Background: an optimization exercise with open tools, aiming at small area, a short achievable clock period and few clock cycles per item. Do not read the settings as production practice.
The RTL was checked by simulation tests, not by an equivalence proof against the original design.
Power is estimated from default activity; no workload was simulated.

==> job 2430 <==
Design icache_resp, start of the top module:
module icache_resp #(
    parameter int NUM_LINES = 4,
    parameter int LINE_WORDS = 4
) (
    input  logic        i_clk,
    input  logic        i_rst,
    input  logic        i_req_valid,
    input  logic [31:0] i_req_addr,
    input  logic        i_flush,
    output logic [31:0] o_inst,
    output logic        o_inst_valid,
    output logic        o_stall,
    output logic        o_mem_req,
    output logic [31:0] o_mem_addr,
    input  logic        i_mem_ack,
    input  logic [31:0] i_mem_rdata,
    output logic [31:0] o_hit_cnt,
    output logic [31:0] o_miss_cnt
);
==> module icache_resp, before the edit <==
module icache_resp #(
    parameter int NUM_LINES = 4,
    parameter int LINE_WORDS = 4
) (
    input  logic        i_clk,
    input  logic        i_rst,
    input  logic        i_req_valid,
    input  logic [31:0] i_req_addr,
    input  logic        i_flush,
    output logic [31:0] o_inst,
    output logic        o_inst_valid,
    output logic        o_stall,
    output logic        o_mem_req,
    output logic [31:0] o_mem_addr,
    input  logic        i_mem_ack,
    input  logic [31:0] i_mem_rdata,
    output logic [31:0] o_hit_cnt,
    output logic [31:0] o_miss_cnt
);
    localparam int OFF_W = $clog2(LINE_WORDS);
    localparam int IDX_W = $clog2(NUM_LINES);
    localparam int TAG_W = 30 - OFF_W - IDX_W;
    logic [LINE_WORDS-1:0] valid_r [NUM_LINES];
    logic [TAG_W-1:0]      tag_r   [NUM_LINES];
    logic [31:0]           data_r  [NUM_LINES][LINE_WORDS];
    logic [OFF_W-1:0]      req_off_s;
    logic [IDX_W-1:0]      req_idx_s;
    logic [TAG_W-1:0]      req_tag_s;
    logic                  tag_eq_s;
    logic                  hit_s;
    logic                  miss_s;
    logic                  fill_s;
    logic                  unused_s;
    assign req_off_s = i_req_addr[2 +: OFF_W];
    assign req_idx_s = i_req_addr[2 + OFF_W +: IDX_W];
    assign req_tag_s = i_req_addr[31 -: TAG_W];
    assign unused_s  = ^i_req_addr[1:0];
    assign tag_eq_s  = (tag_r[req_idx_s] == req_tag_s);
    assign hit_s     = i_req_valid & valid_r[req_idx_s][req_off_s] & tag_eq_s;
    assign miss_s    = i_req_valid & ~hit_s;
    assign fill_s    = miss_s & i_mem_ack & ~i_flush;
    assign o_mem_req    = miss_s;
    assign o_mem_addr   = {i_req_addr[31:2], 2'b00};
    assign o_inst_valid = hit_s | (miss_s & i_mem_ack);
    assign o_stall      = ~o_inst_valid;
    assign o_inst       = hit_s ? data_r[req_idx_s][req_off_s] : i_mem_rdata;
    always_ff @(posedge i_clk) begin
        if (i_rst || i_flush) begin
            for (int i = 0; i < NUM_LINES; i++) begin
                valid_r[i] <= '0;
            end
        end else if (fill_s) begin
            if (tag_eq_s) begin
                valid_r[req_idx_s][req_off_s] <= 1'b1;
            end else begin
                valid_r[req_idx_s] <= LINE_WORDS'(1) << req_off_s;
            end
        end
    end
    always_ff @(posedge i_clk) begin
        if (fill_s) begin
            data_r[req_idx_s][req_off_s] <= i_mem_rdata;
            tag_r[req_idx_s]             <= req_tag_s;
        end
    end
    assign o_hit_cnt  = 32'd0;
    assign o_miss_cnt = 32'd0;
endmodule
clock: 6.5 ns
lec_check: 0
cap_margin: 20
core_margin: 2
core_utilization: 40
slew_margin: 20
run.sh (not shown) runs the stock make flow with config.mk's settings and CLKGATE_MAP_FILE= SYNTH_SCRIPT=/design/flow/synth_recipe.tcl, a recipe that flattens the netlist after the stock synthesis.
==> job 6091 (differences from job 2430) <==
--- a/flow/design.v
+++ b/flow/design.v
@@ -1,3 +1,3 @@
 module icache_resp #(
-    parameter int NUM_LINES = 4,
+    parameter int NUM_LINES = 2,
     parameter int LINE_WORDS = 4
@@ -29,2 +29,4 @@
     logic                  tag_eq_s;
+    logic [NUM_LINES-1:0]  line_hit_s;
+    logic [31:0]           hit_word_s;
     logic                  hit_s;
@@ -38,3 +40,11 @@
     assign tag_eq_s  = (tag_r[req_idx_s] == req_tag_s);
-    assign hit_s     = i_req_valid & valid_r[req_idx_s][req_off_s] & tag_eq_s;
+    always_comb begin
+        hit_word_s = 32'd0;
+        for (int i = 0; i < NUM_LINES; i++) begin
+            line_hit_s[i] = (req_idx_s == IDX_W'(i)) & valid_r[i][req_off_s] &
+                            (tag_r[i] == req_tag_s);
+            hit_word_s    = hit_word_s | ({32{line_hit_s[i]}} & data_r[i][req_off_s]);
+        end
+    end
+    assign hit_s     = i_req_valid & (|line_hit_s);
     assign miss_s    = i_req_valid & ~hit_s;
@@ -45,3 +55,3 @@
     assign o_stall      = ~o_inst_valid;
-    assign o_inst       = hit_s ? data_r[req_idx_s][req_off_s] : i_mem_rdata;
+    assign o_inst       = hit_word_s | ({32{~(|line_hit_s)}} & i_mem_rdata);
     always_ff @(posedge i_clk) begin
==> flow/flow/run.sh (new file) <==
#!/bin/bash
# The standard layout, with one change: the constant outputs share the single tie cell
# that synthesis makes, instead of one tie cell per constant output pin.
set -euo pipefail
export SKIP_REPAIR_TIE_FANOUT=1
bash standard.sh finish > layout.log 2>&1
==> flow/standard.sh (new file) <==
#!/bin/bash
# synth_recipe.tcl (not shown) runs the flow's synth.tcl, then flattens the netlist and writes it again
# the make line also repeats each setting of config.mk as NAME=value (left out here)
make -C /OpenROAD-flow-scripts/flow DESIGN_CONFIG=/design/flow/config.mk WORK_HOME=/design/flow/orfs CLKGATE_MAP_FILE= SYNTH_SCRIPT=/design/flow/synth_recipe.tcl "${@:-finish}"
- SETUP_SLACK_MARGIN: unset -> 2.5
removed: flow/run.sh
==> job 2394 (differences from job 2430) <==
--- a/flow/design.v
+++ b/flow/design.v
@@ -1,3 +1,3 @@
 module icache_resp #(
-    parameter int NUM_LINES = 4,
+    parameter int NUM_LINES = 2,
     parameter int LINE_WORDS = 4
@@ -29,2 +29,4 @@
     logic                  tag_eq_s;
+    logic [NUM_LINES-1:0]  line_hit_s;
+    logic [31:0]           hit_word_s;
     logic                  hit_s;
@@ -38,3 +40,11 @@
     assign tag_eq_s  = (tag_r[req_idx_s] == req_tag_s);
-    assign hit_s     = i_req_valid & valid_r[req_idx_s][req_off_s] & tag_eq_s;
+    always_comb begin
+        hit_word_s = 32'd0;
+        for (int i = 0; i < NUM_LINES; i++) begin
+            line_hit_s[i] = (req_idx_s == IDX_W'(i)) & valid_r[i][req_off_s] &
+                            (tag_r[i] == req_tag_s);
+            hit_word_s    = hit_word_s | ({32{line_hit_s[i]}} & data_r[i][req_off_s]);
+        end
+    end
+    assign hit_s     = i_req_valid & (|line_hit_s);
     assign miss_s    = i_req_valid & ~hit_s;
@@ -45,3 +55,3 @@
     assign o_stall      = ~o_inst_valid;
-    assign o_inst       = hit_s ? data_r[req_idx_s][req_off_s] : i_mem_rdata;
+    assign o_inst       = hit_word_s | ({32{~(|line_hit_s)}} & i_mem_rdata);
     always_ff @(posedge i_clk) begin
==> flow/flow/run.sh (new file) <==
#!/bin/bash
# The standard layout, with one change: the constant outputs share the single tie cell
# that synthesis makes, instead of one tie cell per constant output pin.
set -euo pipefail
export SKIP_REPAIR_TIE_FANOUT=1
bash standard.sh finish > layout.log 2>&1
==> flow/standard.sh (new file) <==
#!/bin/bash
# synth_recipe.tcl (not shown) runs the flow's synth.tcl, then flattens the netlist and writes it again
# the make line also repeats each setting of config.mk as NAME=value (left out here)
make -C /OpenROAD-flow-scripts/flow DESIGN_CONFIG=/design/flow/config.mk WORK_HOME=/design/flow/orfs CLKGATE_MAP_FILE= SYNTH_SCRIPT=/design/flow/synth_recipe.tcl "${@:-finish}"
- SETUP_SLACK_MARGIN: unset -> 1.5
removed: flow/run.sh
==> job 1936 (differences from job 2430) <==
--- a/flow/design.v
+++ b/flow/design.v
@@ -1,3 +1,3 @@
 module icache_resp #(
-    parameter int NUM_LINES = 4,
+    parameter int NUM_LINES = 2,
     parameter int LINE_WORDS = 4
@@ -29,2 +29,4 @@
     logic                  tag_eq_s;
+    logic [NUM_LINES-1:0]  line_hit_s;
+    logic [31:0]           hit_word_s;
     logic                  hit_s;
@@ -38,3 +40,11 @@
     assign tag_eq_s  = (tag_r[req_idx_s] == req_tag_s);
-    assign hit_s     = i_req_valid & valid_r[req_idx_s][req_off_s] & tag_eq_s;
+    always_comb begin
+        hit_word_s = 32'd0;
+        for (int i = 0; i < NUM_LINES; i++) begin
+            line_hit_s[i] = (req_idx_s == IDX_W'(i)) & valid_r[i][req_off_s] &
+                            (tag_r[i] == req_tag_s);
+            hit_word_s    = hit_word_s | ({32{line_hit_s[i]}} & data_r[i][req_off_s]);
+        end
+    end
+    assign hit_s     = i_req_valid & (|line_hit_s);
     assign miss_s    = i_req_valid & ~hit_s;
@@ -45,3 +55,3 @@
     assign o_stall      = ~o_inst_valid;
-    assign o_inst       = hit_s ? data_r[req_idx_s][req_off_s] : i_mem_rdata;
+    assign o_inst       = hit_word_s | ({32{~(|line_hit_s)}} & i_mem_rdata);
     always_ff @(posedge i_clk) begin
==> flow/flow/run.sh (new file) <==
#!/bin/bash
# The standard layout, with one change: the constant outputs share the single tie cell
# that synthesis makes, instead of one tie cell per constant output pin.
set -euo pipefail
export SKIP_REPAIR_TIE_FANOUT=1
bash standard.sh finish > layout.log 2>&1
==> flow/standard.sh (new file) <==
#!/bin/bash
# synth_recipe.tcl (not shown) runs the flow's synth.tcl, then flattens the netlist and writes it again
# the make line also repeats each setting of config.mk as NAME=value (left out here)
make -C /OpenROAD-flow-scripts/flow DESIGN_CONFIG=/design/flow/config.mk WORK_HOME=/design/flow/orfs CLKGATE_MAP_FILE= SYNTH_SCRIPT=/design/flow/synth_recipe.tcl "${@:-finish}"
removed: flow/run.sh
==> notes <==
- Clock skew: job 6091 < job 2394 < job 1936 < job 2430.
- Against job 2430, the flip-flop and latch count of job 2394 is lower by 314.
- Against job 6091, the synthesized cell count of job 2430 is higher by 43%.
- The lowest setup slack belongs to job 2430, the highest to job 6091.
- Sequential share of layout area: job 6091 < job 2394 < job 1936 < job 2430.
- Wire length: job 2430 > job 6091 > job 2394 > job 1936.
- Against job 2430, the combinational power of job 6091 is smaller by 25%.
Testbench counts of job 2430, summed over its fixed seeds: cycles 31,195, fetches 24,000.
Testbench counts of job 6091, summed over its fixed seeds: cycles 31,720, fetches 24,000.
Testbench counts of job 2394, summed over its fixed seeds: cycles 31,720, fetches 24,000.
Testbench counts of job 1936, summed over its fixed seeds: cycles 31,720, fetches 24,000.

what the ideal ports hide:
The flow's constraints put no driver on any port. The routed layouts listed below were extracted and timed again, unchanged, in two steps.
Step 1: set_driving_cell puts a clkbuf_16 on i_clk and a buf_2 on each other input, an assumption about the parent block.
Step 2, shift: input delay + t, output delay - t, t = (earliest + latest rising clock arrival at the registers) / 2. This alone moves slack from input paths to output paths.
a / b / c = ideal / step 1 / step 2; a / b = the first two.
run | shift t [ns] | setup slack, ns | pins driven straight from the clock port
job 2430 | 0.658 | 0.334 / 0.308 / 0.308 | 1
job 6091 | 0.554 | 1.829 / 1.782 / 1.398 | 1
job 2394 | 0.554 | 1.409 / 1.386 / 1.386 | 1
job 1936 | 0.554 | 0.789 / 0.764 / 0.764 | 1
After both steps setup and hold are still met in every run listed. The setup slack of job 6091, which loses most, moves by -0.047 ns with the drivers and by -0.431 ns with both steps.
